This is an optimization exercise on Yosys and OpenROAD, whose aim is small area, not a production implementation. The RTL was checked by simulation tests, not by an equivalence proof against the original design. Power is estimated from default activity; no workload was simulated.

## flow/design.v (module list and top-level ports; edited modules follow where they fit)
// module des_sbox1: 156 lines
// module des_sbox2: 134 lines
// module des_sbox3: 124 lines
// module des_sbox4: 162 lines
// module des_sbox5: 170 lines
// module des_sbox6: 172 lines
// module des_sbox7: 134 lines
// module des_sbox8: 162 lines
// module des_feistel_f: 137 lines
// module des_apb_top: 253 lines
module des_apb_top
#(
    parameter int ADDR_WIDTH = 8
)
(
    input  logic                  clk,
    input  logic                  rst_n,
    input  logic [ADDR_WIDTH-1:0] paddr,
    input  logic                  psel,
    input  logic                  penable,
    input  logic                  pwrite,
    input  logic [31:0]           pwdata,
    output logic [31:0]           prdata,
    output logic                  pready,
    output logic                  pslverr
);
  // ...
==> flow/run.sh <==
#!/bin/bash
# synth_recipe.tcl (not shown) runs the flow's synth.tcl, then flattens the netlist and writes it again
# the make line also repeats each setting of config.mk as NAME=value (left out here)
make -C /OpenROAD-flow-scripts/flow DESIGN_CONFIG=/design/flow/config.mk WORK_HOME=/design/flow/orfs CLKGATE_MAP_FILE= SYNTH_SCRIPT=/design/flow/synth_recipe.tcl finish
==> flow/config.mk <==
export PLATFORM = sky130hd
export DESIGN_NAME = des_apb_top
export DESIGN_NICKNAME = des_apb_top
export VERILOG_FILES = /design/flow/design.v
export SDC_FILE = /design/flow/constraint.sdc
export NUM_CORES = 4
export LEC_CHECK = 0
export CAP_MARGIN = 20
export CORE_MARGIN = 2
export CORE_UTILIZATION = 40
export SLEW_MARGIN = 20
==> flow/constraint.sdc <==
create_clock -name core_clock -period 6.0 [get_ports {clk}]
set_input_delay 1.2000 -clock core_clock [delete_from_list [all_inputs] [get_ports {clk}]]
set_output_delay 1.2000 -clock core_clock [all_outputs]
set_load 0.01 [all_outputs]
==> key figures, run 1 <==
Final layout
  – Most common cell after layout, fill and taps aside: nand2_1
  – Post-layout util: a little under half
  – Clkbuf count: 42
  – Signal buf overhead: between 5 and 6%
  – Clk cell area share: under 10%
  – Multi-input combinational area share: ~50%
  – Area taken by flip-flops and latches: between 6000 and 7000 sq um
  – Area taken by multi-input logic gates: 9170 sq um
  – Multi-In Gates: about 1.3k
  – Ratio of cells with drive above 1 in the final layout: approximately 15%

Critical path
  – CP Class: primary input to primary output
  – Crit path depth: 8
  – Cell repeated most along the worst path: clkdlybuf4s50_1
  – CP Data Arrival Time: approximately 4000 ps
  – Worst path required time: about 4800 ps
  – R2R Path End: r_q[10]
  – Top Family by Delay on Critical Path: buffers and inverters
  – FF-to-FF path depth: 9

Synth
  – Synthesized area: between 15,000 and 20,000 sq um
  – Most common cell in the synthesized netlist: nand2_1
  – Post-Synth XOR/XNOR Area: under 10%
  – Adder-Cell Fraction of Synth Area: roughly 3.6%
  – Combinational family with the most area after synthesis: compound AO/OA/AOI/OAI gates

Die
  – Tapcell Cnt: ~530
  – Initial Util: between 40% and 50%
  – Core area: roughly 40,000 sq um

Flow run
  – Max cap viols: 0

GRT
  – Global Route met1 Usage: about a third
  – Layer with the highest usage: met2
  – Vias in the first global route: 13.1k

Power
  – Clock-net power: between 0.0015 and 0.002 W
  – P_seq: around 0.0021 W
  – Clock power frac: slightly below 30%

Routing
  – Max layer used: met5
  – Routed Antenna Nets: 0
  – M1 WL: 23,500 microns
  – DRC viols: 0

Clocking
  – Num CTS Buffers: 29
  – Clk buf depth: 3
  – Sink Count: around 250

Outcome
  – Status: complete, no violations

STA
  – Hold Vio Cnt, Final: 0
  – Peak Freq: ~0.19 GHz

Worst hold path
  – Hold depth: 1

Placement
  – Gp weighted congestion: roughly 0.9
==> module des_apb_top, before the edit <==
module des_apb_top
#(
    parameter int ADDR_WIDTH = 8
)
(
    input  logic                  clk,
    input  logic                  rst_n,
    input  logic [ADDR_WIDTH-1:0] paddr,
    input  logic                  psel,
    input  logic                  penable,
    input  logic                  pwrite,
    input  logic [31:0]           pwdata,
    output logic [31:0]           prdata,
    output logic                  pready,
    output logic                  pslverr
);
    localparam integer BLOCK_W    = 64;
    localparam integer KEY_W      = 64;
    localparam integer HALF_W     = 32;
    localparam integer SUBKEY_W   = 48;
    localparam integer CD_W       = 28;
    localparam integer NUM_ROUNDS = 16;
    localparam logic [64*8-1:0] IP_TAB = {
        8'd58, 8'd50, 8'd42, 8'd34, 8'd26, 8'd18, 8'd10, 8'd2,
        8'd60, 8'd52, 8'd44, 8'd36, 8'd28, 8'd20, 8'd12, 8'd4,
        8'd62, 8'd54, 8'd46, 8'd38, 8'd30, 8'd22, 8'd14, 8'd6,
        8'd64, 8'd56, 8'd48, 8'd40, 8'd32, 8'd24, 8'd16, 8'd8,
        8'd57, 8'd49, 8'd41, 8'd33, 8'd25, 8'd17, 8'd9, 8'd1,
        8'd59, 8'd51, 8'd43, 8'd35, 8'd27, 8'd19, 8'd11, 8'd3,
        8'd61, 8'd53, 8'd45, 8'd37, 8'd29, 8'd21, 8'd13, 8'd5,
        8'd63, 8'd55, 8'd47, 8'd39, 8'd31, 8'd23, 8'd15, 8'd7
    };
    localparam logic [48*8-1:0] E_TAB = {
        8'd32, 8'd1, 8'd2, 8'd3, 8'd4, 8'd5, 8'd4, 8'd5,
        8'd6, 8'd7, 8'd8, 8'd9, 8'd8, 8'd9, 8'd10, 8'd11,
        8'd12, 8'd13, 8'd12, 8'd13, 8'd14, 8'd15, 8'd16, 8'd17,
        8'd16, 8'd17, 8'd18, 8'd19, 8'd20, 8'd21, 8'd20, 8'd21,
        8'd22, 8'd23, 8'd24, 8'd25, 8'd24, 8'd25, 8'd26, 8'd27,
        8'd28, 8'd29, 8'd28, 8'd29, 8'd30, 8'd31, 8'd32, 8'd1
    };
    localparam logic [32*8-1:0] P_TAB = {
        8'd16, 8'd7, 8'd20, 8'd21, 8'd29, 8'd12, 8'd28, 8'd17,
        8'd1, 8'd15, 8'd23, 8'd26, 8'd5, 8'd18, 8'd31, 8'd10,
        8'd2, 8'd8, 8'd24, 8'd14, 8'd32, 8'd27, 8'd3, 8'd9,
        8'd19, 8'd13, 8'd30, 8'd6, 8'd22, 8'd11, 8'd4, 8'd25
    };
    localparam logic [56*8-1:0] PC1_TAB = {
        8'd57, 8'd49, 8'd41, 8'd33, 8'd25, 8'd17, 8'd9, 8'd1,
        8'd58, 8'd50, 8'd42, 8'd34, 8'd26, 8'd18, 8'd10, 8'd2,
        8'd59, 8'd51, 8'd43, 8'd35, 8'd27, 8'd19, 8'd11, 8'd3,
        8'd60, 8'd52, 8'd44, 8'd36, 8'd63, 8'd55, 8'd47, 8'd39,
        8'd31, 8'd23, 8'd15, 8'd7, 8'd62, 8'd54, 8'd46, 8'd38,
        8'd30, 8'd22, 8'd14, 8'd6, 8'd61, 8'd53, 8'd45, 8'd37,
        8'd29, 8'd21, 8'd13, 8'd5, 8'd28, 8'd20, 8'd12, 8'd4
    };
    localparam logic [48*8-1:0] PC2_TAB = {
        8'd14, 8'd17, 8'd11, 8'd24, 8'd1, 8'd5, 8'd3, 8'd28,
        8'd15, 8'd6, 8'd21, 8'd10, 8'd23, 8'd19, 8'd12, 8'd4,
        8'd26, 8'd8, 8'd16, 8'd7, 8'd27, 8'd20, 8'd13, 8'd2,
        8'd41, 8'd52, 8'd31, 8'd37, 8'd47, 8'd55, 8'd30, 8'd40,
        8'd51, 8'd45, 8'd33, 8'd48, 8'd44, 8'd49, 8'd39, 8'd56,
        8'd34, 8'd53, 8'd46, 8'd42, 8'd50, 8'd36, 8'd29, 8'd32
    };
    localparam logic [8*256-1:0] SBOX_TAB = {
        256'hE4D12FB83A6C5907_0F74E2D1A6CB9538_41E8D62BFC973A50_FC8249175B3EA06D,
        256'hF18E6B34972DC05A_3D47F28EC01A69B5_0E7BA4D158C6932F_D8A13F42B67C05E9,
        256'hA09E63F51DC7B428_D709346A285ECBF1_D6498F30B12C5AE7_1AD069874FE3B52C,
        256'h7DE3069A1285BC4F_D8B56F03472C1AE9_A690CB7DF13E5284_3F06A1D8945BC72E,
        256'h2C417AB6853FD0E9_EB2C47D150FA3986_421BAD78F9C5630E_B8C71E2D6F09A453,
        256'hC1AF92680D34E75B_AF427C9561DE0B38_9EF528C3704A1DB6_432C95FABE17608D,
        256'h4B2EF08D3C975A61_D0B7491AE35C2F86_14BDC37EAF680592_6BD814A7950FE23C,
        256'hD2846FB1A93E50C7_1FD8A374C56B0E92_7B419CE206ADF358_21E74A8DFC90356B
    };
    function automatic logic [BLOCK_W-1:0] des_ip(input logic [BLOCK_W-1:0] x);
        integer i;
        logic [BLOCK_W-1:0] y;
        for (i = 0; i < BLOCK_W; i = i + 1)
            y[BLOCK_W-1-i] = x[BLOCK_W-IP_TAB[8*(64-1-i) +: 8]];
        des_ip = y;
    endfunction
    function automatic logic [BLOCK_W-1:0] des_fp(input logic [BLOCK_W-1:0] x);
        integer i;
        logic [BLOCK_W-1:0] y;
        for (i = 0; i < BLOCK_W; i = i + 1)
            y[BLOCK_W-IP_TAB[8*(64-1-i) +: 8]] = x[BLOCK_W-1-i];
        des_fp = y;
    endfunction
    function automatic logic [SUBKEY_W-1:0] des_expand(input logic [HALF_W-1:0] x);
        integer i;
        logic [SUBKEY_W-1:0] y;
        for (i = 0; i < SUBKEY_W; i = i + 1)
            y[SUBKEY_W-1-i] = x[HALF_W-E_TAB[8*(48-1-i) +: 8]];
        des_expand = y;
    endfunction
    function automatic logic [HALF_W-1:0] des_pbox(input logic [HALF_W-1:0] x);
        integer i;
        logic [HALF_W-1:0] y;
        for (i = 0; i < HALF_W; i = i + 1)
            y[HALF_W-1-i] = x[HALF_W-P_TAB[8*(32-1-i) +: 8]];
        des_pbox = y;
    endfunction
    function automatic logic [2*CD_W-1:0] des_pc1(input logic [KEY_W-1:0] x);
        integer i;
        logic [2*CD_W-1:0] y;
        for (i = 0; i < 2*CD_W; i = i + 1)
            y[2*CD_W-1-i] = x[KEY_W-PC1_TAB[8*(56-1-i) +: 8]];
        des_pc1 = y;
    endfunction
    function automatic logic [SUBKEY_W-1:0] des_pc2(input logic [2*CD_W-1:0] x);
        integer i;
        logic [SUBKEY_W-1:0] y;
        for (i = 0; i < SUBKEY_W; i = i + 1)
            y[SUBKEY_W-1-i] = x[2*CD_W-PC2_TAB[8*(48-1-i) +: 8]];
        des_pc2 = y;
    endfunction
    function automatic logic [HALF_W-1:0] des_sbox(input logic [SUBKEY_W-1:0] x);
        integer s;
        logic [HALF_W-1:0] y;
        logic [5:0]        grp;
        logic [5:0]        idx;
        for (s = 0; s < 8; s = s + 1)
        begin
            grp = x[SUBKEY_W-1-6*s -: 6];
            idx = {grp[5], grp[0], grp[4:1]};
            y[HALF_W-1-4*s -: 4] = SBOX_TAB[256*(7-s)+255-4*idx -: 4];
        end
        des_sbox = y;
    endfunction
    function automatic integer des_shift(input logic [4:0] round);
        case (round)
            5'd1, 5'd2, 5'd9, 5'd16: des_shift = 1;
            default: des_shift = 2;
        endcase
    endfunction
    logic [31:0] key_lo_q;
    logic [31:0] key_hi_q;
    logic [31:0] din_lo_q;
    logic [31:0] din_hi_q;
    logic        busy_q;
    logic        done_q;
    logic        mapped;
    logic        wr_en;
    logic        start;
    assign mapped = (paddr[1:0] == 2'b00) && (paddr[7:5] == 3'b000);
    assign wr_en  = psel && penable && pwrite;
    assign start  = wr_en && (paddr == 8'h10)
                    && pwdata[0] && !busy_q;
    always_ff @(posedge clk or negedge rst_n)
    begin
        if (!rst_n)
        begin
            key_lo_q <= '0;
            key_hi_q <= '0;
            din_lo_q <= '0;
            din_hi_q <= '0;
        end
        else if (wr_en)
        begin
            case (paddr)
                8'h00: key_lo_q <= pwdata;
                8'h04: key_hi_q <= pwdata;
                8'h08: din_lo_q <= pwdata;
                8'h0C: din_hi_q <= pwdata;
                default: ;
            endcase
        end
    end
    logic [3:0]        cnt_q;
    logic [CD_W-1:0]   c_q;
    logic [CD_W-1:0]   d_q;
    logic [HALF_W-1:0] l_q;
    logic [HALF_W-1:0] r_q;
    logic [2*CD_W-1:0] pc1_key;
    logic [BLOCK_W-1:0] ip_block;
    logic [SUBKEY_W-1:0] subkey;
    logic [HALF_W-1:0] f_out;
    logic              shift1;
    logic [BLOCK_W-1:0] dout;
    assign pc1_key  = des_pc1({key_hi_q, key_lo_q});
    assign ip_block = des_ip({din_hi_q, din_lo_q});
    assign subkey   = des_pc2({c_q, d_q});
    des_feistel_f u_f (.r(r_q), .k(subkey), .f(f_out));
    assign shift1 = (cnt_q == 4'd0) || (cnt_q == 4'd7) || (cnt_q == 4'd14);
    always_ff @(posedge clk or negedge rst_n)
    begin
        if (!rst_n)
        begin
            busy_q <= 1'b0;
            done_q <= 1'b0;
        end
        else if (start)
        begin
            busy_q <= 1'b1;
            done_q <= 1'b0;
        end
        else if (busy_q && cnt_q == 4'd15)
        begin
            busy_q <= 1'b0;
            done_q <= 1'b1;
        end
    end
    always_ff @(posedge clk)
    begin
        if (start)
        begin
            cnt_q <= 4'd0;
            c_q   <= pc1_key[2*CD_W-1:CD_W];
            d_q   <= pc1_key[CD_W-1:0];
            l_q   <= ip_block[BLOCK_W-1:HALF_W];
            r_q   <= ip_block[HALF_W-1:0];
        end
        else
        begin
            cnt_q <= cnt_q + 4'd1;
            if (shift1)
            begin
                c_q <= {c_q[0], c_q[CD_W-1:1]};
                d_q <= {d_q[0], d_q[CD_W-1:1]};
            end
            else
            begin
                c_q <= {c_q[1:0], c_q[CD_W-1:2]};
                d_q <= {d_q[1:0], d_q[CD_W-1:2]};
            end
            if (busy_q)
            begin
                l_q <= r_q;
                r_q <= l_q ^ f_out;
            end
        end
    end
    assign dout = des_fp({r_q, l_q});
    always_comb
    begin
        prdata = '0;
        case (paddr)
            8'h00:  prdata = key_lo_q;
            8'h04:  prdata = key_hi_q;
            8'h08:  prdata = din_lo_q;
            8'h0C:  prdata = din_hi_q;
            8'h14:
            begin
                prdata[0] = busy_q;
                prdata[1] = done_q;
            end
            8'h18: prdata = dout[31:0];
            8'h1C: prdata = dout[63:32];
            default: ;
        endcase
    end
    assign pready  = 1'b1;
    assign pslverr = !mapped;
endmodule
==> run 2: changes to the inputs <==
--- a/flow/design.v
+++ b/flow/design.v
@@ -1618,2 +1618,3 @@
                     && pwdata[0] && !busy_q;
+    logic        clr_q;
     always_ff @(posedge clk or negedge rst_n)
@@ -1621,18 +1622,26 @@
         if (!rst_n)
-        begin
-            key_lo_q <= '0;
-            key_hi_q <= '0;
-            din_lo_q <= '0;
-            din_hi_q <= '0;
-        end
-        else if (wr_en)
-        begin
-            case (paddr)
-                8'h00: key_lo_q <= pwdata;
-                8'h04: key_hi_q <= pwdata;
-                8'h08: din_lo_q <= pwdata;
-                8'h0C: din_hi_q <= pwdata;
-                default: ;
-            endcase
-        end
+            clr_q <= 1'b0;
+        else
+            clr_q <= 1'b1;
+    end
+    logic [31:0] wdata;
+    logic        we_key_lo;
+    logic        we_key_hi;
+    logic        we_din_lo;
+    logic        we_din_hi;
+    assign wdata     = clr_q ? pwdata : 32'd0;
+    assign we_key_lo = !clr_q || (wr_en && paddr == 8'h00);
+    assign we_key_hi = !clr_q || (wr_en && paddr == 8'h04);
+    assign we_din_lo = !clr_q || (wr_en && paddr == 8'h08);
+    assign we_din_hi = !clr_q || (wr_en && paddr == 8'h0C);
+    always_ff @(posedge clk)
+    begin
+        if (we_key_lo)
+            key_lo_q <= wdata;
+        if (we_key_hi)
+            key_hi_q <= wdata;
+        if (we_din_lo)
+            din_lo_q <= wdata;
+        if (we_din_hi)
+            din_hi_q <= wdata;
     end
--- a/flow/config.mk
+++ b/flow/config.mk
@@ -9,3 +9,4 @@
 export CORE_MARGIN = 2
-export CORE_UTILIZATION = 40
+export CORE_UTILIZATION = 60
+export CTS_BUF_LIST = sky130_fd_sc_hd__clkbuf_4
 export SLEW_MARGIN = 20
==> key figures, run 2 <==
Outcome
  – Status: complete, no violations

Synth
  – Synth Flop Type: edfxtp_1
  – Yosys Warn Count: 2
  – Multiplexer area fraction after synthesis: 4.04%
  – Synth Area in Simple Gates: roughly 14%
  – Post-Synth XOR/XNOR Area: 7.33% (+0.13 points)
  – Distinct cells, synth: 80
  – EDFF count, synth: ~190
  – Most common cell in the synthesized netlist: nand2_1
  – Synth Area in Compound Gates: a little over a fifth
  – Synth Register Bits: roughly 260
  – Area leader, netlist: edfxtp_1
  – Synth top area cells: edfxtp_1 37%, dfxtp_1 7.8%, nand2_1 5.8%, mux2i_1 4.0%, o21ai_0 3.8%
  – Async set-reset flop share out of synthesis: under 10%
  – Mean area per synthesized cell: between 9 and 10 sq um
  – Post-synth top area share: a little under two fifths
  – Sequential area share after synthesis: 45.8%
  – Cells after Synth: about 1.6k
  – Combinational family with the most area after synthesis: compound AO/OA/AOI/OAI gates
  – Commonest cells post-synth: 236 x nand2_1, 192 x edfxtp_1, 117 x o21ai_0, 113 x a21oi_1, 85 x nor2_1
  – Adder-Cell Fraction of Synth Area: 3.72% (+0.10 points)
  – Synthesized area: 15,400 sq um (-4.5%)

Critical path
  – Cell repeated most along the worst path: clkdlybuf4s50_1
  – Worst setup EP type: primary output
  – CP startpoint kind: primary input
  – Top Family by Delay on Critical Path: buffers and inverters
  – R2R Path End: r_q[28]
  – Cell Chain, Critical Path: clkdlybuf4s50_1 > nor4_1 > nand2b_1 > nor4_2 > buf_4 > a222oi_1 > o21ai_1 > a31o_1 > clkdlybuf4s50_1
  – Worst path required time: 4800 ps (about the same)
  – CP max stage cell: clkdlybuf4s50_1
  – CP Data Arrival Time: 3950 ps (-60 ps)
  – FF-to-FF path depth: 11 (+2)
  – Crit-path max cell delay: 550 ps
  – CP Class: primary input to primary output
  – Max FO, Critical Path: 33
  – Worst R2R Start: r_q[12]
  – Setup slack, reg-to-reg: 1960 ps
  – WP buf/inv: 3

Power
  – Post-route total power: between 0.006 and 0.007 W
  – Leakage: about 6.2 nW
  – Pwr/cell area: ~350 nW/um^2
  – Worst VDD drop: 0.355 mV

STA
  – Peak Freq: 0.194 GHz (+1.1%)
  – Final TNS setup: 0 ps
  – Hold Vio Cnt, Final: 0 (unchanged)
  – Worst hold slack: around 470 ps
  – Clock period minus worst slack: roughly 5100 ps
  – RSZ-0062 raised after global routing: no
  – Final setup fails: 0
  – Fin crit share: 85.8%
  – Final setup skew: a little over 40 ps
  – Max_slew headroom: between 20 and 30%
  – Slew @ Worst Pin: between 1000 and 1500 ps
  – Max Transition Viols Final: 0

Die
  – Row count: 58
  – Die Y: ~160 microns
  – Core area: 25,200 sq um (-37%)
  – IO Pins: a little under 80
  – Die width: 164 microns
  – Die area: around 27,000 sq um
  – Initial Util: 61.1% (+21 points)

GRT
  – Vias in the first global route: 12.9k (-1.4%)
  – Gr usage total: a little over a third
  – Largest net degree at the start of global routing: approximately 170
  – Antenna violations before repair: 1
  – Global-route wire length before repair: 72,200 microns
  – Total congestion overflow: 0

Routing
  – DRC viols: 0 (unchanged)
  – Via count: 13.9k
  – Wire per inst: roughly 23 microns
  – Final wirelength: 46,800 microns
  – Routed Antenna Nets: 0 (unchanged)
  – Drt first-iter violations: around 2.6k
  – Pre-Repair DR Iteration Count: 7
  – DR vias/cell: between 6 and 7

Final layout
  – Area Overhead vs Synth: 13.5%
  – Ratio of cells with drive above 1 in the final layout: 11.7% (-3.1 points)
  – Area taken by multi-input logic gates: 7880 sq um (-14%)
  – Most frequent cells in the layout: 235 x nand2_1, 192 x edfxtp_1, 116 x o21ai_0
  – Most common cell after layout, fill and taps aside: nand2_1
  – Fin nets: 1,782
  – Fillers: between 1.5k and 2k
  – Area taken by flip-flops and latches: 7040 sq um (+10%)

Clocking
  – CTS H-tree depth: 3
  – Clk buf depth: 3 (unchanged)
  – CTS Hold Bufs: 0
  – TritonCTS clock tree: done
  – Worst skew pair latency: roughly 670 ps
  – Sink Count: 255 (+0.39%)
  – Post-CTS setup buffer count: 0
  – Clock slew at reported path FFs: ~60 ps
  – PostCTS Resize Cnt: 0
  – Num CTS Buffers: 66 (+130%)
  – Clock Root Buffer: clkbuf_4

Placement
  – Gp weighted congestion: 0.957 (+4.9%)
  – PortBufs: 77
  – Dpl hpwl: between 30,000 and 40,000 microns

Worst hold path
  – Worst min path class: flop to flop
  – Min-Delay Endpoint: cnt_q[0]
  – Worst hold start: cnt_q[0]
  – Hold depth: 1 (unchanged)

Flow run
  – Max cap viols: 0 (unchanged)
## run 2: cell count changes in the layout (fill, tap and decap cells not counted), moves of 18 or more
cell,change
a22oi_1,-89
clkbuf_4,+106
mux2_2,-128
and2_1,+30
a222oi_1,+29
edfxtp_1,+128
a21oi_1,+31
o21ai_1,+44
dfrtp_1,-127
a221oi_1,+18
clkbuf_16,-32
## run 2: worst reg2reg max path, cell delays in order (launching register included)
cell and delay (ps):
edfxtp_1 570, xor2_2 480, inv_1 220, ha_1 360, inv_1 70, ha_1 310, nor2_1 50, a2111oi_0 490
a21oi_1 120, nor3_1 820, xor2_1 200, a21oi_1 80
## run 2: how the worst max path moves through the flow
stage / from / end / slack (ps) / depth (start not counted)
3_5_place_dp: paddr[1] / prdata[21] / 930 / 9
3_3_place_gp: paddr[1] / prdata[21] / 1000 / 9
4_1_cts: paddr[1] / prdata[21] / 890 / 9
2_1_floorplan: paddr[1] / key_lo_q[0] / 780 / 6
5_1_grt: paddr[1] / prdata[21] / 720 / 9
6_report: paddr[1] / prdata[21] / 850 / 9
## run 2: cell type report
class                           instances  area share, %
Timing Repair Buffer                  112           6.10
Inverter                               43          0.938
Clock buffer                          106           4.55
Sequential cell                       255           40.3
Tap cell                              330           2.36
Multi-Input combinational cell       1214           45.1
Clock inverter                         14          0.616
Antenna cell                            1         0.0143
## run 2: kinds of logic after synthesis
| group | Yosys count |
|---|---|
| AO/OA/AOI/OAI | 513 |
| XOR/XNOR | 113 |
| adder cells (fa/ha/maj) | 46 |
| buffers and inverters | 147 |
| flip-flops | 255 |
| multiplexers | 62 |
| other | 1 |
| AND/OR/NAND/NOR | 478 |
## run 2: stage by stage
| stage | std cells | worst slack (ps) | util [%] | instance area (sq um) |
|---|---|---|---|---|
| 2_1_floorplan | 1616 | 776 | - | 15400 |
| 3_3_place_gp | 1954 | 1000 | 65.7 | 16600 |
| 3_5_place_dp | 1954 | 933 | 65.7 | 16600 |
| 4_1_cts | 2074 | 890 | 69.3 | 17500 |
| 5_1_grt | 2075 | 716 | 69.4 | 17500 |
| 6_report | 2075 | 850 | 69.4 | 17500 |
## run 2: power by group
| part | switching, W | leakage [nW] | internal, W | total, W |
|---|---|---|---|---|
| clock | 0.000718 | 0.550 | 0.000887 | 0.00160 |
| sequential | 0.000185 | 2.33 | 0.00211 | 0.00230 |
| combinational | 0.00141 | 3.32 | 0.000873 | 0.00228 |
| total | 0.00231 | 6.20 | 0.00387 | 0.00619 |
## run 2: routing by layer
| metal | GRT usage, % | up-vias | wire (microns) | part of all wire [%] |
|---|---|---|---|---|
| li1 | - | 6254 | - | - |
| met1 | 48.6 | 6593 | 18500 | 40 |
| met2 | 53.7 | 917 | 21300 | 45 |
| met3 | 7.32 | 100 | 5750 | 12 |
| met4 | 13.0 | 0 | 1250 | 2.7 |
| met5 | 0 | - | 0 | 0 |
==> run 3: changes to the inputs <==
--- a/flow/config.mk
+++ b/flow/config.mk
@@ -9,4 +9,3 @@
 export CORE_MARGIN = 2
-export CORE_UTILIZATION = 60
-export CTS_BUF_LIST = sky130_fd_sc_hd__clkbuf_4
+export CORE_UTILIZATION = 40
 export SLEW_MARGIN = 20
==> key figures, run 3 <==
Die
  – Initial Util: 40.8% (-20 points)
  – Die width: 200 microns (+22%)
  – Core area: 37,800 sq um (+50%)
  – Row count: 71 (+22%)
  – Die Y: 200 microns (+22%)
  – IO Pins: 79 (unchanged)
  – Die area: 40,100 sq um (+49%)

Critical path
  – Cell repeated most along the worst path: clkdlybuf4s50_1
  – R2R Path End: r_q[28]
  – CP Data Arrival Time: 3990 ps (+40 ps)
  – CP startpoint kind: primary input
  – FF-to-FF path depth: 11 (unchanged)
  – Worst R2R Start: r_q[12]
  – Max FO, Critical Path: 22 (-33%)
  – Crit-path max cell delay: 600 ps (+50 ps)
  – Setup slack, reg-to-reg: 2070 ps (+110 ps)
  – Cell Chain, Critical Path: clkdlybuf4s50_1 > nor4_1 > nand3b_1 > nor2_4 > buf_12 > a221oi_1 > o21ai_1 > clkdlybuf4s50_1
  – CP Class: primary input to primary output
  – Worst setup EP type: primary output
  – CP max stage cell: clkdlybuf4s50_1
  – Worst path required time: 4800 ps (about the same)

STA
  – Final TNS setup: 0 ps (unchanged)
  – Fin crit share: 86.4% (+0.61 points)
  – Max_slew headroom: 21.6% (-7.0 points)
  – Max Transition Viols Final: 0 (unchanged)
  – Final setup skew: 12.4 ps (-28.3 ps)
  – Slew @ Worst Pin: 1170 ps (+104 ps)
  – RSZ-0062 raised after global routing: no
  – Clock period minus worst slack: 5190 ps (+36.7 ps)
  – Hold Vio Cnt, Final: 0 (unchanged)
  – Peak Freq: 0.193 GHz (-0.71%)
  – Final setup fails: 0 (unchanged)

Final layout
  – Fin cells: 2,181 (+5.1%)
  – Area Overhead vs Synth: 14.6%
  – Most common cell after layout, fill and taps aside: nand2_1
  – Most frequent cells in the layout: 235 x nand2_1, 192 x edfxtp_1, 116 x o21ai_0
  – Ratio of cells with drive above 1 in the final layout: 7.49% (-4.2 points)
  – Fin nets: 1,739 (-2.4%)
  – Antenna diode instance count: 0 (-1)

Synth
  – Synth top area cells: edfxtp_1 37%, dfxtp_1 7.8%, nand2_1 5.8%, mux2i_1 4.0%, o21ai_0 3.8%
  – Synth Flop Type: edfxtp_1
  – EDFF count, synth: 192 (unchanged)
  – Most common cell in the synthesized netlist: nand2_1
  – Commonest cells post-synth: 236 x nand2_1, 192 x edfxtp_1, 117 x o21ai_0, 113 x a21oi_1, 85 x nor2_1
  – Sequential area share after synthesis: 45.8% (unchanged)
  – Mean area per synthesized cell: 9.53 sq um (unchanged)
  – Async set-reset flop share out of synthesis: 1.18% (unchanged)
  – Area leader, netlist: edfxtp_1
  – Yosys Warn Count: 2 (unchanged)
  – Synthesized area: 15,400 sq um (unchanged)
  – Synth Register Bits: 255 (unchanged)
  – Post-synth top area share: 37.5% (unchanged)
  – Cells after Synth: 1,615 (unchanged)
  – Distinct cells, synth: 80 (unchanged)

Worst hold path
  – Worst min path class: flop to flop
  – Worst hold start: cnt_q[0]
  – Hold depth: 1 (unchanged)
  – Min-Delay Endpoint: cnt_q[0]

Routing
  – DRC viols: 0 (unchanged)
  – Via count: 13.4k (-3.5%)
  – Wire per inst: 22.6 microns (about the same)
  – Routed Antenna Nets: 0 (unchanged)
  – Pre-Repair DR Iteration Count: 6 (-1)
  – Drt first-iter violations: 1,614 (-37%)
  – DR vias/cell: 6.14 (-8.1%)
  – Final wirelength: 49,200 microns (+5.2%)

Clocking
  – Post-CTS setup buffer count: 0 (unchanged)
  – Clock Root Buffer: clkbuf_16
  – CTS H-tree depth: 1 (-2)
  – Sink Count: 255 (unchanged)
  – PostCTS Resize Cnt: 0 (unchanged)
  – TritonCTS clock tree: done
  – Clk buf depth: 3 (unchanged)
  – Num CTS Buffers: 27 (-59%)
  – Worst skew pair latency: 550 ps (-120 ps)
  – Clock slew at reported path FFs: 60 ps (about the same)
  – CTS Hold Bufs: 0 (unchanged)

Placement
  – PortBufs: 77 (unchanged)
  – Dpl hpwl: 33,000 microns (+6.7%)
  – Placed Instances: 2,130 (+9.0%)
  – Gp weighted congestion: 0.900 (-5.9%)

GRT
  – Global-route wire length before repair: 74,600 microns (+3.2%)
  – Vias in the first global route: 12.4k (-4.0%)
  – Gr usage total: 23.6% (-11 points)
  – Antenna violations before repair: 0 (-1)
  – Total congestion overflow: 0 (unchanged)
  – Largest net degree at the start of global routing: 174 (unchanged)

Flow run
  – Max cap viols: 0 (unchanged)

Power
  – Worst VDD drop: 0.303 mV (-14%)
  – Leakage: 6.06 nW (-2.3%)
  – Pwr/cell area: 352 nW/um^2 (-0.52%)

Outcome
  – Status: complete, no violations
[run 3: cell count changes in the layout (fill, tap and decap cells not counted), sizes merged]
| cell | change |
|---|---|
| buf | -4 |
| bufinv | -2 |
| clkbuf | -64 |
| clkinv | -2 |
| diode | -1 |
| inv | -2 |
[run 3: routing by layer]
metal | global-route usage (%) | vias up | share of wire, %
li1 | - | 6129 | -
met1 | 35.7 | 6481 | 46
met2 | 35.4 | 704 | 43
met3 | 3.38 | 71 | 8.9
met4 | 5.78 | 0 | 2.2
met5 | 0 | - | 0
[run 3: worst max-delay path by stage]
stage                     startpoint           to  slack [ps]  depth (start not counted)
final                       paddr[1]   prdata[16]         810                          8
after global routing        paddr[1]   prdata[21]         620                          9
after CTS                   paddr[1]   prdata[16]         850                          8
after detailed placement    paddr[1]   prdata[16]         840                          8
after global placement      paddr[1]   prdata[16]         900                          8
after floorplan             paddr[1]  key_lo_q[0]         780                          6
[run 3: through the flow]
stage	power (W)	util, %	hold slack [ps]	worst slack (ps)	cell area (sq um)
after global routing	0.00653	46.7	482	620	17600
after detailed placement	0.00457	44.4	455	839	16800
after CTS	0.00619	46.7	469	849	17600
final	0.00622	46.7	469	813	17600
after floorplan	0.00390	-	430	776	15400
after global placement	0.00456	44.4	445	898	16800
[run 3: cells by family (layout without fill, tap and decap cells)]
kind of cell | Yosys count | in the layout | synth area share (%)
compound gates | 513 | 513 | 21.7
simple gates | 478 | 478 | 13.7
flops | 255 | 255 | 45.8
buf+inv | 147 | 201 | 3.75
xor+xnor | 113 | 113 | 7.33
mux | 62 | 62 | 4.04
fa+ha+maj | 46 | 46 | 3.72
other cells | 1 | 2 | 0.0244
[run 3: layout make-up]
class	count	area, sq um
Fill cell	3571	20100
Multi-Input combinational cell	1214	7900
Sequential cell	255	7040
Timing Repair Buffer	108	1050
Clock buffer	42	815
Tap cell	511	639
Inverter	43	164
Clock inverter	8	42.5
[run 3: critical path, delay by kind of cell]
kind / cells / cell delay (ps)
buffers and inverters: 3 / 1250
and+or+nand+nor: 3 / 1110
AOI/OAI and AO/OA: 2 / 400
[run 3: report_power, final]
group	total, W	internal (W)	switching (W)
Combinational	0.00230	0.000869	0.00143
Sequential	0.00229	0.00211	0.000174
Clock	0.00163	0.000932	0.000698
Total	0.00622	0.00392	0.00230
==> run 4: changes to the inputs <==
==> flow/flow/run.sh (new file) <==
#!/bin/bash
# Own layout flow: the standard flow (standard.sh), with two changes:
#  - synthesis maps the logic with an area-oriented ABC script (abc_area_map.script)
#    instead of ORFS's speed script; everything else in synthesis is unchanged,
#    so the registers keep the standard synthesis's names and cell types;
#  - the port buffers are the smallest buffer cell (buf_1).
# Each tool's output goes to a log file of its own in the work folder.
set -euo pipefail
WORK=$PWD
rm -rf "$WORK/own_scripts"
cp -r "$FLOW_HOME/scripts" "$WORK/own_scripts"
cp "$WORK/flow/abc_area_map.script" "$WORK/own_scripts/abc_speed.script"
export SCRIPTS_DIR="$WORK/own_scripts"
bash standard.sh synth > "$WORK/own_synth.log" 2>&1
bash standard.sh BUFFER_PORTS_ARGS="-buffer_cell sky130_fd_sc_hd__buf_1" finish > "$WORK/own_finish.log" 2>&1
==> flow/flow/abc_area_map.script (new file) <==
strash
&get -n
&dch
&nf -a -R 1000
&put
==> flow/standard.sh (new file) <==
#!/bin/bash
# synth_recipe.tcl (not shown) runs the flow's synth.tcl, then flattens the netlist and writes it again
# the make line also repeats each setting of config.mk as NAME=value (left out here)
make -C /OpenROAD-flow-scripts/flow DESIGN_CONFIG=/design/flow/config.mk WORK_HOME=/design/flow/orfs CLKGATE_MAP_FILE= SYNTH_SCRIPT=/design/flow/synth_recipe.tcl "${@:-finish}"
removed: flow/run.sh
==> key figures, run 4 <==
Synth
  – Async set-reset flop share out of synthesis: 1.18% (unchanged)
  – EDFF count, synth: 192 (unchanged)
  – Sequential area share after synthesis: 50.5% (+4.7 points)
  – Most common cell in the synthesized netlist: nand2_1
  – Commonest cells post-synth: 209 x nand2_1, 192 x edfxtp_1, 152 x o21ai_0, 76 x nor2_1, 62 x a222oi_1
  – Mean area per synthesized cell: 10.5 sq um (+10%)
  – Synthesized area: 13,900 sq um (-9.4%)
  – Synth top area cells: edfxtp_1 41%, dfxtp_1 8.6%, nand2_1 5.6%, o21ai_0 5.5%, a222oi_1 4.4%
  – Cells after Synth: 1,328 (-18%)
  – Distinct cells, synth: 54 (-33%)
  – Area leader, netlist: edfxtp_1
  – Synth Flop Type: edfxtp_1
  – Synth Register Bits: 255 (unchanged)
  – Post-synth top area share: 41.3% (+3.9 points)
  – Yosys Warn Count: 2 (unchanged)

Final layout
  – Fin nets: 1,538 (-12%)
  – Most common cell after layout, fill and taps aside: nand2_1
  – Most frequent cells in the layout: 206 x nand2_1, 192 x edfxtp_1, 151 x o21ai_0
  – Area taken by flip-flops and latches: 7040 sq um (unchanged)
  – Fin cells: 1,924 (-12%)
  – Area Overhead vs Synth: 14.1%
  – Post-layout util: 46.2% (-0.55 points)
  – Area taken by multi-input logic gates: 6830 sq um (-13%)
  – Fillers: 3,233 (-9.5%)
  – Ratio of cells with drive above 1 in the final layout: 4.56% (-2.9 points)
  – Antenna diode instance count: 0 (unchanged)

Clocking
  – Num CTS Buffers: 27 (unchanged)
  – CTS Hold Bufs: 0 (unchanged)
  – Sink Count: 255 (unchanged)
  – TritonCTS clock tree: done
  – Clock Root Buffer: clkbuf_16
  – Clk buf depth: 3 (unchanged)
  – CTS H-tree depth: 1 (unchanged)
  – PostCTS Resize Cnt: 0 (unchanged)
  – Post-CTS setup buffer count: 0 (unchanged)
  – Worst skew pair latency: 540 ps (about the same)
  – Clock slew at reported path FFs: 60 ps (about the same)

GRT
  – Vias in the first global route: 11.2k (-9.5%)
  – Gr usage total: 23.4% (-0.21 points)
  – Global Route met1 Usage: 33.9% (-1.8 points)
  – Global-route wire length before repair: 65,900 microns (-12%)
  – Total congestion overflow: 0 (unchanged)
  – Met2 Use GR: 37.7% (+2.3 points)
  – Antenna violations before repair: 0 (unchanged)
  – Layer with the highest usage: met2
  – Met3 Resource Use GR: 2.36% (-1.0 points)
  – Largest net degree at the start of global routing: 214 (+23%)

Flow run
  – Max cap viols: 0 (unchanged)

Routing
  – DRC viols: 0 (unchanged)
  – Wire per inst: 22.3 microns (-1.2%)
  – Drt first-iter violations: 1,308 (-19%)
  – Via count: 11.7k (-13%)
  – Pre-Repair DR Iteration Count: 6 (unchanged)
  – DR vias/cell: 6.07 (-1.1%)
  – Final wirelength: 42,900 microns (-13%)
  – Routed Antenna Nets: 0 (unchanged)

Die
  – Die width: 191 microns (-4.7%)
  – Core area: 34,500 sq um (-8.7%)
  – Die Y: 191 microns (-4.7%)
  – Initial Util: 40.5% (-0.28 points)
  – Die area: 36,400 sq um (-9.2%)
  – IO Pins: 79 (unchanged)
  – Row count: 68 (-4.2%)

STA
  – Setup ws final: 1760 ps (+944 ps)
  – Max Transition Viols Final: 0 (unchanged)
  – Worst hold slack: 458 ps (-11.1 ps)
  – Fin crit share: 70.7% (-16 points)
  – Max_slew headroom: 26.1% (+4.5 points)
  – Slew @ Worst Pin: 1100 ps (-67.4 ps)
  – Final TNS setup: 0 ps (unchanged)
  – Hold Vio Cnt, Final: 0 (unchanged)
  – RSZ-0062 raised after global routing: no
  – Final setup fails: 0 (unchanged)
  – Clock period minus worst slack: 4240 ps (-944 ps)
  – Peak Freq: 0.236 GHz (+22%)
  – Final setup skew: 14.5 ps (+2.12 ps)

Worst hold path
  – Worst min path class: primary input to async pin

Critical path
  – Max FO, Critical Path: 33 (+50%)
  – Setup slack, reg-to-reg: 1820 ps (-250 ps)
  – Cell repeated most along the worst path: buf_1
  – CP max stage cell: buf_4
  – Worst setup EP type: primary output
  – WP buf/inv: 3 (unchanged)
  – Worst path required time: 4800 ps (about the same)
  – R2R Path End: r_q[5]
  – CP startpoint kind: primary input
  – Cell Chain, Critical Path: buf_1 > nor4_1 > nor3b_2 > buf_4 > a222oi_1 > nand2_1 > buf_1
  – Worst R2R Start: r_q[2]
  – Top Family by Delay on Critical Path: simple AND/OR/NAND/NOR gates
  – CP Class: primary input to primary output
  – FF-to-FF path depth: 9 (-2)
  – Crit-path max cell delay: 490 ps (-110 ps)
  – CP Data Arrival Time: 3040 ps (-950 ps)

Placement
  – PortBufs: 77 (unchanged)
  – Gp weighted congestion: 0.918 (+1.9%)
  – Dpl ws: 1810 ps (+966 ps)
  – Placed Instances: 1,874 (-12%)
  – Dpl hpwl: 28,700 microns (-13%)

Power
  – Pwr/cell area: 369 nW/um^2 (+4.8%)
  – Leakage: 5.39 nW (-11%)
  – Worst VDD drop: 0.202 mV (-33%)

Outcome
  – Status: complete, no violations
[run 4: cell types whose count changed after synthesis, sizes merged, moves of 27 or more]
cell    before  now
a21oi      113   59
a222oi      30   62
buf         28    1
nand2      236  209
clkbuf      76    0
mux2         1   32
inv         42    0
a221oi      29    2
clkinv       1   36
[run 4: worst register-to-register path, cell delays in order (launching register included)]
cell and delay, ps:
edfxtp_1 480, xnor2_1 790, clkinv_1 420, xnor2_1 450, nor3_1 130, o41a_1 420, a2111oi_0 680, o21ai_0 270
xnor2_1 180, o21ai_0 80
[run 4: cell families after synthesis]
logic type	synth area share, %
adders and majority gates	4.04
and+or+nand+nor	13.3
buffers and inverters	1.02
muxes	6.67
DFF	50.5
other	0.0269
AOI/OAI and AO/OA	17.7
xor gates and xnor gates	6.78
[run 4: per-stage QoR]
stage | cell area, sq um | total power (W)
finish | 15900 | 0.00587
global route | 15900 | 0.00619
CTS | 15900 | 0.00587
floorplan | 14000 | 0.00368
global placement | 15000 | 0.00417
detailed placement | 15000 | 0.00416
[run 4: how the worst max path moves through the flow]
stage	cells after the start	endpoint	slack [ps]	from
2_1_floorplan	4	prdata[0]	870	paddr[5]
3_3_place_gp	9	r_q[5]	1810	r_q[2]
3_5_place_dp	7	prdata[31]	1810	paddr[4]
4_1_cts	7	prdata[31]	1800	paddr[4]
5_1_grt	10	r_q[9]	1610	r_q[31]
6_report	7	prdata[31]	1760	paddr[4]
[run 4: final cells by class]
cell class | count | share of cell area [%]
clock buffers | 39 | 5.04
flip-flops and latches | 255 | 44.3
inverters | 36 | 0.849
clock inverters | 11 | 0.716
multi-input cells | 1037 | 42.9
repair buffers | 91 | 2.63
well taps | 455 | 3.58
[run 4: power breakdown]
part / internal (W) / switching (W) / total (W)
clock network: 0.00101 / 0.000700 / 0.00171
registers: 0.00212 / 0.000168 / 0.00228
logic: 0.000699 / 0.00118 / 0.00187
[run 4: layer usage]
metal / wire, microns / up-vias
met2: 19500 / 609
li1: - / 5377
met1: 19200 / 5622
met3: 3280 / 72
met5: 0 / -
met4: 912 / 0
==> run 5: changes to the inputs <==
==> flow/flow/run.sh (replaced) <==
#!/bin/bash
# Own layout flow: the standard flow (standard.sh) with these changes:
#  - the port buffers are the smallest buffer cell (buf_1);
#  - clock tree: sink clusters of 16 on clkbuf_8 and no dummy loads.
# Each tool's output goes to a log file of its own in the work folder.
set -euo pipefail
WORK=$PWD
rm -rf "$WORK/own_scripts"
cp -r "$FLOW_HOME/scripts" "$WORK/own_scripts"
cp "$WORK/flow/abc_area_map.script" "$WORK/own_scripts/abc_speed.script"
export SCRIPTS_DIR="$WORK/own_scripts"
bash standard.sh ADDER_MAP_FILE= synth > "$WORK/own_synth.log" 2>&1
bash standard.sh ADDER_MAP_FILE= \
    BUFFER_PORTS_ARGS="-buffer_cell sky130_fd_sc_hd__buf_1" \
    CTS_ARGS="-sink_clustering_enable -repair_clock_nets -dont_use_dummy_load -buf_list sky130_fd_sc_hd__clkbuf_4 -sink_clustering_size 10 -sink_clustering_max_diameter 50" \
    finish > "$WORK/own_finish.log" 2>&1
--- a/flow/config.mk
+++ b/flow/config.mk
@@ -7,5 +7,5 @@
 export LEC_CHECK = 0
-export CAP_MARGIN = 20
+export CAP_MARGIN = 0
 export CORE_MARGIN = 2
 export CORE_UTILIZATION = 40
-export SLEW_MARGIN = 20
+export SLEW_MARGIN = 0
==> key figures, run 5 <==
STA
  – Slew @ Worst Pin: 1170 ps (+65.0 ps)
  – Hold Vio Cnt, Final: 0 (unchanged)
  – Fin crit share: 81.6% (+11 points)
  – Max Transition Viols Final: 0 (unchanged)
  – Final TNS setup: 0 ps (unchanged)
  – Max_slew headroom: 21.8% (-4.4 points)
  – Setup ws final: 1100 ps (-652 ps)
  – RSZ-0062 raised after global routing: no
  – Peak Freq: 0.204 GHz (-13%)
  – Final setup fails: 0 (unchanged)
  – Final setup skew: 83.7 ps (+69.2 ps)
  – Clock period minus worst slack: 4900 ps (+652 ps)

Clocking
  – CTS H-tree depth: 1 (unchanged)
  – Worst skew pair latency: 730 ps (+190 ps)
  – CTS Hold Bufs: 0 (unchanged)
  – Sink Count: 255 (unchanged)
  – TritonCTS clock tree: done
  – Post-CTS setup buffer count: 0 (unchanged)
  – Clock slew at reported path FFs: 100 ps (+40 ps)
  – Clk buf depth: 3 (unchanged)
  – Clock Root Buffer: clkbuf_4
  – PostCTS Resize Cnt: 0 (unchanged)
  – Num CTS Buffers: 31 (+15%)

Final layout
  – Fin nets: 1,584 (+3.0%)
  – Most frequent cells in the layout: 294 x nand2_1, 192 x edfxtp_1, 121 x nor2_1
  – Fillers: 3,312 (+2.4%)
  – Fin cells: 1,994 (+3.6%)
  – Most common cell after layout, fill and taps aside: nand2_1
  – Area taken by flip-flops and latches: 7040 sq um (unchanged)
  – Area taken by multi-input logic gates: 6830 sq um (about the same)
  – Ratio of cells with drive above 1 in the final layout: 3.84% (-0.72 points)
  – Area Overhead vs Synth: 9.55%

Placement
  – Dpl hpwl: 31,800 microns (+11%)
  – Dpl ws: 1200 ps (-603 ps)
  – PortBufs: 77 (unchanged)
  – Gp weighted congestion: 0.937 (+2.1%)
  – Placed Instances: 1,961 (+4.6%)

Critical path
  – CP Data Arrival Time: 3700 ps (+660 ps)
  – Crit path depth: 7 (unchanged)
  – WP buf/inv: 2 (-1)
  – Worst path required time: 4800 ps (about the same)
  – Top Family by Delay on Critical Path: simple AND/OR/NAND/NOR gates
  – Cell Chain, Critical Path: buf_1 > nor4_1 > nand2_1 > nor2_1 > a222oi_1 > nand2_1 > buf_1
  – Worst setup EP type: primary output
  – Worst R2R Start: r_q[24]
  – R2R Path End: r_q[14]
  – CP max stage cell: nor2_1
  – Max FO, Critical Path: 6 (-82%)
  – CP startpoint kind: primary input
  – CP Class: primary input to primary output
  – Crit-path max cell delay: 920 ps (+430 ps)
  – FF-to-FF path depth: 10 (+1)
  – Setup slack, reg-to-reg: 2230 ps (+410 ps)

Routing
  – Drt first-iter violations: 1,619 (+24%)
  – DRC viols: 0 (unchanged)
  – Routed Antenna Nets: 0 (unchanged)
  – DR vias/cell: 6.11 (+0.57%)
  – Via count: 12.2k (+4.2%)
  – Final wirelength: 45,300 microns (+5.4%)
  – Pre-Repair DR Iteration Count: 8 (+2)
  – Wire per inst: 22.7 microns (+1.7%)

Synth
  – Sequential area share after synthesis: 51.0% (+0.48 points)
  – Distinct cells, synth: 51 (-5.6%)
  – Async set-reset flop share out of synthesis: 1.18% (unchanged)
  – Synth Register Bits: 255 (unchanged)
  – Mean area per synthesized cell: 9.80 sq um (-6.7%)
  – Synthesized area: 13,800 sq um (-0.94%)
  – Post-synth top area share: 41.7% (+0.39 points)
  – Synth top area cells: edfxtp_1 42%, dfxtp_1 8.7%, nand2_1 8.0%, xnor2_1 5.0%, a222oi_1 4.4%
  – Cells after Synth: 1,410 (+6.2%)
  – Synth Flop Type: edfxtp_1
  – EDFF count, synth: 192 (unchanged)
  – Area leader, netlist: edfxtp_1
  – Commonest cells post-synth: 295 x nand2_1, 192 x edfxtp_1, 123 x nor2_1, 119 x o21ai_0, 95 x a21oi_1
  – Yosys Warn Count: 2 (unchanged)
  – Most common cell in the synthesized netlist: nand2_1

Outcome
  – Status: complete, no violations

Die
  – Die width: 190 microns (-0.46%)
  – Row count: 68 (unchanged)
  – IO Pins: 79 (unchanged)
  – Die Y: 190 microns (-0.46%)
  – Core area: 34,300 sq um (-0.49%)
  – Die area: 36,000 sq um (-0.92%)
  – Initial Util: 40.3% (-0.18 points)

Worst hold path
  – Worst min path class: primary input to async pin

GRT
  – Gr usage total: 24.8% (+1.4 points)
  – Total congestion overflow: 0 (unchanged)
  – Largest net degree at the start of global routing: 86 (-60%)
  – Antenna violations before repair: 2 (+2)
  – Vias in the first global route: 11.6k (+3.7%)
  – Global-route wire length before repair: 69,100 microns (+4.8%)

Flow run
  – Max cap viols: 0 (unchanged)

Power
  – Leakage: 5.12 nW (-4.9%)
  – Worst VDD drop: 0.209 mV (+3.4%)
  – Pwr/cell area: 328 nW/um^2 (-11%)
run 5: cell count changes after synthesis, moves of 8 or more:
cell,delta
a211oi_1,+11
a21oi_1,+36
clkinv_1,-32
ha_1,-45
mux2_1,-32
nand2_1,+86
nor2_1,+47
nor3_1,+8
o21ai_0,-33
o31ai_1,+9
xnor2_1,+23
xor2_1,+10
run 5: area by class of cell:
| type | instances | share of cell area [%] |
|---|---|---|
| Clock buffer | 31 | 1.54 |
| Sequential cell | 255 | 46.5 |
| Multi-Input combinational cell | 1151 | 45.1 |
| Tap cell | 455 | 3.76 |
| Inverter | 4 | 0.0992 |
| Antenna cell | 2 | 0.0331 |
| Timing Repair Buffer | 96 | 2.93 |
run 5: stage by stage:
stage | hold slack, ps | utilization (%) | total power (W) | cell area [sq um]
floorplan | 422 | - | 0.00367 | 13800
global placement | 463 | 43.5 | 0.00420 | 14900
detailed placement | 460 | 43.5 | 0.00418 | 14900
CTS | 234 | 44.1 | 0.00494 | 15100
global route | 239 | 44.1 | 0.00525 | 15100
finish | 260 | 44.1 | 0.00496 | 15100
run 5: logic make-up (layout without fill, tap and decap cells):
family / after synthesis / after routing / synth area share, %
AOI/OAI and AO/OA: 378 / 378 / 17.9
xor gates and xnor gates: 141 / 141 / 8.94
buffers and inverters: 5 / 131 / 0.163
DFF: 255 / 255 / 51.0
muxes: 57 / 57 / 4.13
other: 1 / 4 / 0.0271
and+or+nand+nor: 573 / 573 / 17.9
run 5: worst max-delay path by stage:
stage                     slack (ps)     endpoint      from
after floorplan                  660  key_hi_q[0]  paddr[5]
after global placement          1250   prdata[30]  paddr[5]
after detailed placement        1200   prdata[30]  paddr[5]
after CTS                       1170   prdata[30]  paddr[5]
after global routing            1030   prdata[30]  paddr[5]
final                           1100   prdata[30]  paddr[5]
run 5: layer usage:
metal / routed length [microns] / part of all wire (%) / global-route usage [%]
met1: 19600 / 43 / 35.6
met2: 20700 / 46 / 40.4
met3: 3970 / 8.8 / 2.77
met4: 951 / 2.1 / 5.81
met5: 0 / 0 / 0
run 5: report_power, final:
part           leakage, nW  total [W]  switching, W  internal [W]
clock                0.143   0.000778      0.000543      0.000235
combinational         2.65    0.00188       0.00120      0.000688
sequential            2.33    0.00230      0.000192       0.00211
total                 5.12    0.00496       0.00193       0.00303
==> run 6: changes to the inputs <==
--- a/flow/flow/run.sh
+++ b/flow/flow/run.sh
@@ -14,3 +14,3 @@
     BUFFER_PORTS_ARGS="-buffer_cell sky130_fd_sc_hd__buf_1" \
-    CTS_ARGS="-sink_clustering_enable -repair_clock_nets -dont_use_dummy_load -buf_list sky130_fd_sc_hd__clkbuf_4 -sink_clustering_size 10 -sink_clustering_max_diameter 50" \
+    CTS_ARGS="-sink_clustering_enable -repair_clock_nets -dont_use_dummy_load -buf_list sky130_fd_sc_hd__clkbuf_8 -sink_clustering_size 16 -sink_clustering_max_diameter 60" \
     finish > "$WORK/own_finish.log" 2>&1
--- a/flow/config.mk
+++ b/flow/config.mk
@@ -7,5 +7,5 @@
 export LEC_CHECK = 0
-export CAP_MARGIN = 0
+export CAP_MARGIN = 20
 export CORE_MARGIN = 2
-export CORE_UTILIZATION = 40
-export SLEW_MARGIN = 0
+export CORE_UTILIZATION = 65
+export SLEW_MARGIN = 20
==> key figures, run 6 <==
Outcome
  – Status: complete, no violations

Clocking
  – Worst skew pair latency: 540 ps (-190 ps)
  – CTS Hold Bufs: 0 (unchanged)
  – CTS H-tree depth: 1 (unchanged)
  – Post-CTS setup buffer count: 0 (unchanged)
  – Sink Count: 255 (unchanged)
  – TritonCTS clock tree: done
  – PostCTS Resize Cnt: 0 (unchanged)
  – Num CTS Buffers: 22 (-29%)
  – Clock slew at reported path FFs: 80 ps (-20 ps)
  – Clk buf depth: 3 (unchanged)
  – Clock Root Buffer: clkbuf_8

Routing
  – Pre-Repair DR Iteration Count: 10 (+2)
  – Drt first-iter violations: 2,135 (+32%)
  – Final wirelength: 42,200 microns (-6.7%)
  – Routed Antenna Nets: 0 (unchanged)
  – DR vias/cell: 6.95 (+14%)
  – DRC viols: 0 (unchanged)
  – Wire per inst: 23.5 microns (+3.4%)
  – Via count: 12.5k (+2.7%)

Critical path
  – Worst setup endpoint: prdata[17]
  – CP startpoint kind: primary input
  – R2R Path End: r_q[21]
  – Worst path required time: 4800 ps (about the same)
  – CP Class: primary input to primary output
  – FF-to-FF path depth: 9 (-1)
  – Setup slack, reg-to-reg: 2330 ps (+100 ps)
  – Max FO, Critical Path: 14 (+8)
  – CP Data Arrival Time: 3540 ps (-160 ps)
  – Worst R2R Start: r_q[10]
  – Critical path origin: paddr[5]
  – Worst setup EP type: primary output

Power
  – Worst VDD drop: 0.423 mV (+100%)
  – Net load switching power: 0.00191 W (-0.97%)
  – Sw Share: 38.0% (-0.85 points)
  – Clock power frac: 17.0% (+1.3 points)
  – Cell-internal power: 0.00311 W (+2.7%)
  – Leakage: 5.13 nW (+0.15%)
  – Pwr/cell area: 336 nW/um^2 (+2.5%)
  – Sequential share of power: 45.8% (-0.6 points)
  – Comb pwr share: 37.2% (-0.7 points)

Final layout
  – Fin nets: 1,572 (-0.76%)
  – Antenna diode instance count: 0 (-2)
  – Most common cell after layout, fill and taps aside: nand2_1
  – Most frequent cells in the layout: 295 x nand2_1, 192 x edfxtp_1, 121 x nor2_1
  – Area Overhead vs Synth: 8.27%
  – Ratio of cells with drive above 1 in the final layout: 3.02% (-0.82 points)
  – Post-layout util: 71.4% (+27 points)

Synth
  – Synthesized area: 13,800 sq um (unchanged)
  – Post-Synth XOR/XNOR Area: 8.94% (unchanged)
  – Most common cell in the synthesized netlist: nand2_1
  – Distinct cells, synth: 51 (unchanged)
  – Synth Register Bits: 255 (unchanged)
  – Synth Area in Simple Gates: 17.9% (unchanged)
  – Area leader, netlist: edfxtp_1
  – Synth Area in Compound Gates: 17.9% (unchanged)
  – Async set-reset flop share out of synthesis: 1.18% (unchanged)
  – Commonest cells post-synth: 295 x nand2_1, 192 x edfxtp_1, 123 x nor2_1, 119 x o21ai_0, 95 x a21oi_1
  – Yosys Warn Count: 2 (unchanged)
  – Sequential area share after synthesis: 51.0% (unchanged)
  – Synth top area cells: edfxtp_1 42%, dfxtp_1 8.7%, nand2_1 8.0%, xnor2_1 5.0%, a222oi_1 4.4%
  – Mean area per synthesized cell: 9.80 sq um (unchanged)
  – Cells after Synth: 1,410 (unchanged)
  – Synth Flop Type: edfxtp_1
  – Post-synth top area share: 41.7% (unchanged)
  – Adder-Cell Fraction of Synth Area: 0% (unchanged)
  – Multiplexer area fraction after synthesis: 4.13% (unchanged)
  – EDFF count, synth: 192 (unchanged)
  – Combinational family with the most area after synthesis: compound AO/OA/AOI/OAI gates

GRT
  – Total congestion overflow: 0 (unchanged)
  – Gr usage total: 37.7% (+13 points)
  – Vias in the first global route: 11.6k (+0.069%)
  – Largest net degree at the start of global routing: 99 (+15%)
  – Global-route wire length before repair: 64,900 microns (-6.0%)
  – Antenna violations before repair: 0 (-2)

STA
  – Clock period minus worst slack: 4740 ps (-160 ps)
  – Max Transition Viols Final: 0 (unchanged)
  – Peak Freq: 0.211 GHz (+3.4%)
  – Fin crit share: 78.9% (-2.7 points)
  – Hold Vio Cnt, Final: 0 (unchanged)
  – Final TNS setup: 0 ps (unchanged)
  – Final setup skew: 46.2 ps (-37.5 ps)
  – Max_slew headroom: 22.6% (+0.86 points)
  – Slew @ Worst Pin: 1150 ps (-24.2 ps)
  – Final setup fails: 0 (unchanged)
  – RSZ-0062 raised after global routing: no

Die
  – Die Y: 150 microns (-21%)
  – Die area: 22,400 sq um (-38%)
  – Initial Util: 65.9% (+26 points)
  – Core area: 21,000 sq um (-39%)
  – Row count: 53 (-22%)
  – IO Pins: 79 (unchanged)
  – Die width: 150 microns (-21%)

Worst hold path
  – Worst min path class: flop to flop

Placement
  – PortBufs: 77 (unchanged)
  – Dpl hpwl: 29,500 microns (-7.2%)
  – Gp weighted congestion: 1.01 (+7.8%)

Flow run
  – Max cap viols: 0 (unchanged)
[run 6: cell count changes in the layout (fill, tap and decap cells not counted)]
cell,previous run,this run
buf_16,0,1
buf_12,1,0
buf_4,18,15
nand2_2,1,0
diode_2,2,0
clkbuf_8,0,22
clkbuf_4,31,0
nand2_1,294,295
[run 6: area by class of cell]
class	count	area (sq um)
inverters	4	15.0
fillers	1602	6000
repair buffers	93	429
multi-input cells	1151	6830
flip-flops and latches	255	7040
clock buffers	22	303
well taps	275	344
[run 6: worst max-delay path, cell delays in order]
cell and delay [ps]:
buf_1 90, nor4_1 640, and3b_1 750, buf_4 390
a222oi_1 130, nand2_1 130, buf_1 180
[run 6: cells by family after synthesis]
| kind of cell | Yosys count |
|---|---|
| simple gates | 573 |
| compound gates | 378 |
| buf+inv | 5 |
| mux | 57 |
| xor+xnor | 141 |
| other cells | 1 |
| flops | 255 |
[run 6: metal layers]
layer	share of wire, %	vias to the layer above	global-route usage (%)
li1	-	5578	-
met1	39	5866	53.9
met2	45	948	59.1
met3	13	112	7.38
met4	3.5	0	11.3
met5	0	-	0
[run 6: metrics by stage]
stage	total power [W]	worst slack [ps]	hold WS, ps	instance area (sq um)	cells
2_1_floorplan	0.00367	657	422	13800	1411
3_3_place_gp	0.00413	1440	459	14600	1777
3_5_place_dp	0.00414	1370	465	14600	1777
4_1_cts	0.00496	1380	456	14900	1799
5_1_grt	0.00526	1160	455	15000	1800
6_report	0.00503	1260	461	15000	1800
[run 6: power groups by stage]
stage | logic (W) | registers (W) | clock network [W]
3_5_place_dp | 0.00180 | 0.00233 | 0
2_1_floorplan | 0.00141 | 0.00226 | 0
3_3_place_gp | 0.00180 | 0.00232 | 0
4_1_cts | 0.00181 | 0.00229 | 0.000854
6_report | 0.00187 | 0.00230 | 0.000854
5_1_grt | 0.00203 | 0.00232 | 0.000918
[run 6: how the worst min path moves through the flow]
stage,from,end,slack [ps],depth (start not counted)
after floorplan,cnt_q[0],cnt_q[0],420,1
final,key_hi_q[25],d_q[20],460,2
after global routing,rst_n,clr_q,460,1
after global placement,key_hi_q[5],c_q[7],460,2
after CTS,rst_n,done_q,460,1
after detailed placement,key_hi_q[5],c_q[7],460,2
==> run 7: changes to the inputs <==
--- a/flow/config.mk
+++ b/flow/config.mk
@@ -9,3 +9,3 @@
 export CORE_MARGIN = 2
-export CORE_UTILIZATION = 65
+export CORE_UTILIZATION = 40
 export SLEW_MARGIN = 20
==> key figures, run 7 <==
GRT
  – Largest net degree at the start of global routing: 86 (-13%)
  – Gr usage total: 24.8% (-13 points)
  – Global-route wire length before repair: 68,900 microns (+6.1%)
  – Vias in the first global route: 11.6k (-0.55%)
  – Antenna violations before repair: 0 (unchanged)
  – Total congestion overflow: 0 (unchanged)

Critical path
  – CP startpoint kind: primary input
  – FF-to-FF path depth: 10 (+1)
  – CP Data Arrival Time: 3630 ps (+90 ps)
  – Worst setup EP type: primary output
  – R2R Path End: r_q[14]
  – Worst R2R Start: r_q[24]
  – Max FO, Critical Path: 6 (-8)
  – Cell Chain, Critical Path: buf_1 > nor4_1 > nand2_1 > nor2_1 > a222oi_1 > nand2_1 > buf_1
  – CP max stage cell: nor2_1
  – Crit-path max cell delay: 900 ps (+150 ps)
  – Worst path required time: 4800 ps (about the same)
  – CP Class: primary input to primary output
  – Setup slack, reg-to-reg: 2270 ps (-60 ps)

Final layout
  – Fin nets: 1,575 (+0.19%)
  – Fillers: 3,297 (+110%)
  – Area Overhead vs Synth: 10.0%
  – Post-layout util: 44.3% (-27 points)
  – Antenna diode instance count: 0 (unchanged)
  – Most common cell after layout, fill and taps aside: nand2_1
  – Most frequent cells in the layout: 294 x nand2_1, 192 x edfxtp_1, 121 x nor2_1
  – Ratio of cells with drive above 1 in the final layout: 3.27% (+0.26 points)

Placement
  – Gp weighted congestion: 0.937 (-7.2%)
  – Dpl hpwl: 31,800 microns (+7.7%)
  – Dpl ws: 1200 ps (-167 ps)
  – PortBufs: 77 (unchanged)

Synth
  – Post-synth top area share: 41.7% (unchanged)
  – Synth top area cells: edfxtp_1 42%, dfxtp_1 8.7%, nand2_1 8.0%, xnor2_1 5.0%, a222oi_1 4.4%
  – Distinct cells, synth: 51 (unchanged)
  – EDFF count, synth: 192 (unchanged)
  – Synth Flop Type: edfxtp_1
  – Most common cell in the synthesized netlist: nand2_1
  – Yosys Warn Count: 2 (unchanged)
  – Commonest cells post-synth: 295 x nand2_1, 192 x edfxtp_1, 123 x nor2_1, 119 x o21ai_0, 95 x a21oi_1
  – Synthesized area: 13,800 sq um (unchanged)
  – Mean area per synthesized cell: 9.80 sq um (unchanged)
  – Sequential area share after synthesis: 51.0% (unchanged)
  – Area leader, netlist: edfxtp_1
  – Cells after Synth: 1,410 (unchanged)
  – Synth Register Bits: 255 (unchanged)
  – Async set-reset flop share out of synthesis: 1.18% (unchanged)

Clocking
  – TritonCTS clock tree: done
  – Clock Root Buffer: clkbuf_8
  – CTS H-tree depth: 1 (unchanged)
  – Num CTS Buffers: 22 (unchanged)
  – Post-CTS setup buffer count: 0 (unchanged)
  – Clock slew at reported path FFs: 60 ps (-20 ps)
  – Sink Count: 255 (unchanged)
  – Clk buf depth: 3 (unchanged)
  – CTS Hold Bufs: 0 (unchanged)
  – Worst skew pair latency: 570 ps (+30 ps)
  – PostCTS Resize Cnt: 0 (unchanged)

Outcome
  – Status: complete, no violations

Routing
  – Wire per inst: 22.8 microns (-3.0%)
  – DR vias/cell: 6.12 (-12%)
  – Met3 wire length: 3560 microns (-36%)
  – DRC viols: 0 (unchanged)
  – Drt first-iter violations: 1,626 (-24%)
  – Final wirelength: 45,200 microns (+6.9%)
  – Pre-Repair DR Iteration Count: 6 (-4)
  – Routed wl met2: 20,800 microns (+9.9%)
  – Routed Antenna Nets: 0 (unchanged)
  – M1 WL: 19,800 microns (+22%)
  – Via count: 12.1k (-2.9%)
  – Max layer used: met4

Die
  – IO Pins: 79 (unchanged)
  – Row count: 68 (+28%)
  – Core area: 34,300 sq um (+64%)
  – Initial Util: 40.3% (-26 points)
  – Die width: 190 microns (+27%)
  – Die Y: 190 microns (+27%)
  – Die area: 36,000 sq um (+61%)

STA
  – Final setup fails: 0 (unchanged)
  – Max_slew headroom: 23.6% (+0.95 points)
  – Max Transition Viols Final: 0 (unchanged)
  – Final setup skew: 57.6 ps (+11.4 ps)
  – Peak Freq: 0.207 GHz (-1.9%)
  – Setup ws final: 1170 ps (-94.0 ps)
  – Slew @ Worst Pin: 1140 ps (-2.84 ps)
  – RSZ-0062 raised after global routing: no
  – Hold Vio Cnt, Final: 0 (unchanged)
  – Clock period minus worst slack: 4830 ps (+94.0 ps)
  – Final TNS setup: 0 ps (unchanged)
  – Worst hold slack: 460 ps (-0.584 ps)
  – Fin crit share: 80.5% (+1.6 points)

Power
  – Leakage: 5.14 nW (+0.15%)
  – Pwr/cell area: 332 nW/um^2 (-1.1%)
  – Worst VDD drop: 0.185 mV (-56%)

Worst hold path
  – Worst min path class: primary input to async pin

Flow run
  – Max cap viols: 0 (unchanged)
[run 7: cell count changes in the layout (fill, tap and decap cells not counted)]
| cell | before | now |
|---|---|---|
| buf_12 | 0 | 1 |
| buf_4 | 15 | 18 |
| nand2_1 | 295 | 294 |
| buf_16 | 1 | 0 |
| nand2_2 | 0 | 1 |
[run 7: per-layer routing]
layer | vias up | GRT usage [%]
met4 | 0 | 5.87
met5 | - | 0
met2 | 628 | 40.3
li1 | 5590 | -
met3 | 72 | 2.38
met1 | 5855 | 35.6
[run 7: critical path: cells and delay by family]
family / cells / cell delay, ps
simple gates: 4 / 1890
buf+inv: 2 / 260
compound gates: 1 / 280
[run 7: cell type report]
type / instances / area, sq um / area share [%]
multi-input combinational: 1151 / 6830 / 44.9
clock buffer: 22 / 303 / 1.99
timing repair buffer: 96 / 444 / 2.92
sequential: 255 / 7040 / 46.3
tap: 455 / 569 / 3.74
inverter: 4 / 15.0 / 0.0988
[run 7: power by group]
part           total, W  leakage, nW  internal (W)  switching, W
sequential      0.00230         2.33       0.00211      0.000193
clock          0.000870        0.158      0.000328      0.000542
combinational   0.00188         2.65      0.000687       0.00119
[run 7: how the worst max path moves through the flow]
stage	from	end	slack, ps	cells past startpoint
after floorplan	paddr[5]	key_hi_q[0]	660	4
after global placement	paddr[5]	prdata[30]	1250	7
after detailed placement	paddr[5]	prdata[30]	1200	7
after CTS	paddr[5]	prdata[30]	1170	7
after global routing	paddr[5]	prdata[30]	1030	7
final	paddr[5]	prdata[30]	1170	7
[run 7: cell families after synthesis]
| family | after synthesis | share of synthesized area (%) |
|---|---|---|
| DFF | 255 | 51.0 |
| AOI/OAI and AO/OA | 378 | 17.9 |
| muxes | 57 | 4.13 |
| buffers and inverters | 5 | 0.163 |
| and+or+nand+nor | 573 | 17.9 |
| other | 1 | 0.0271 |
| xor gates and xnor gates | 141 | 8.94 |
[run 7: through the flow]
step	std cells	power [W]	instance area [sq um]
4_1_cts	1983	0.00504	15200
3_3_place_gp	1961	0.00420	14900
2_1_floorplan	1411	0.00367	13800
5_1_grt	1983	0.00533	15200
6_report	1983	0.00505	15200
3_5_place_dp	1961	0.00418	14900

## separate check: timing with driven ports
No port has a modelled driver above. Below, the same layouts with a new extraction and two added sets of constraints. Step 1 (the two cells are an assumption about what drives the block):
set clk [get_ports {clk}]
set_driving_cell -lib_cell sky130_fd_sc_hd__clkbuf_16 $clk
set_driving_cell -lib_cell sky130_fd_sc_hd__buf_2 [delete_from_list [all_inputs] $clk]
Step 2 also shifts input and output timing later by t, the mid clock arrival at the registers, as if the neighbouring blocks saw the same clock. a / b / c = ideal ports / drivers / drivers and shift; a / b = the first two.
run | t (ns) | slack for setup (ns) | worst setup path after step 2
run 1 | 0.621 | 0.793 / 0.768 / 0.768 | input to output
run 2 | 0.702 | 0.850 / 0.827 / 0.827 | input to output
run 3 | 0.593 | 0.813 / 0.792 / 0.792 | input to output
run 4 | 0.587 | 1.757 / 1.737 / 1.737 | input to output
run 5 | 0.738 | 1.105 / 1.084 / 1.084 | input to output
run 6 | 0.562 | 1.265 / 1.234 / 1.234 | input to output
run 7 | 0.591 | 1.171 / 1.149 / 1.149 | input to output
After both steps every run listed still meets setup and hold. The setup slack of run 6, which loses most, moves by -0.031 ns with the drivers and by -0.031 ns with both steps.
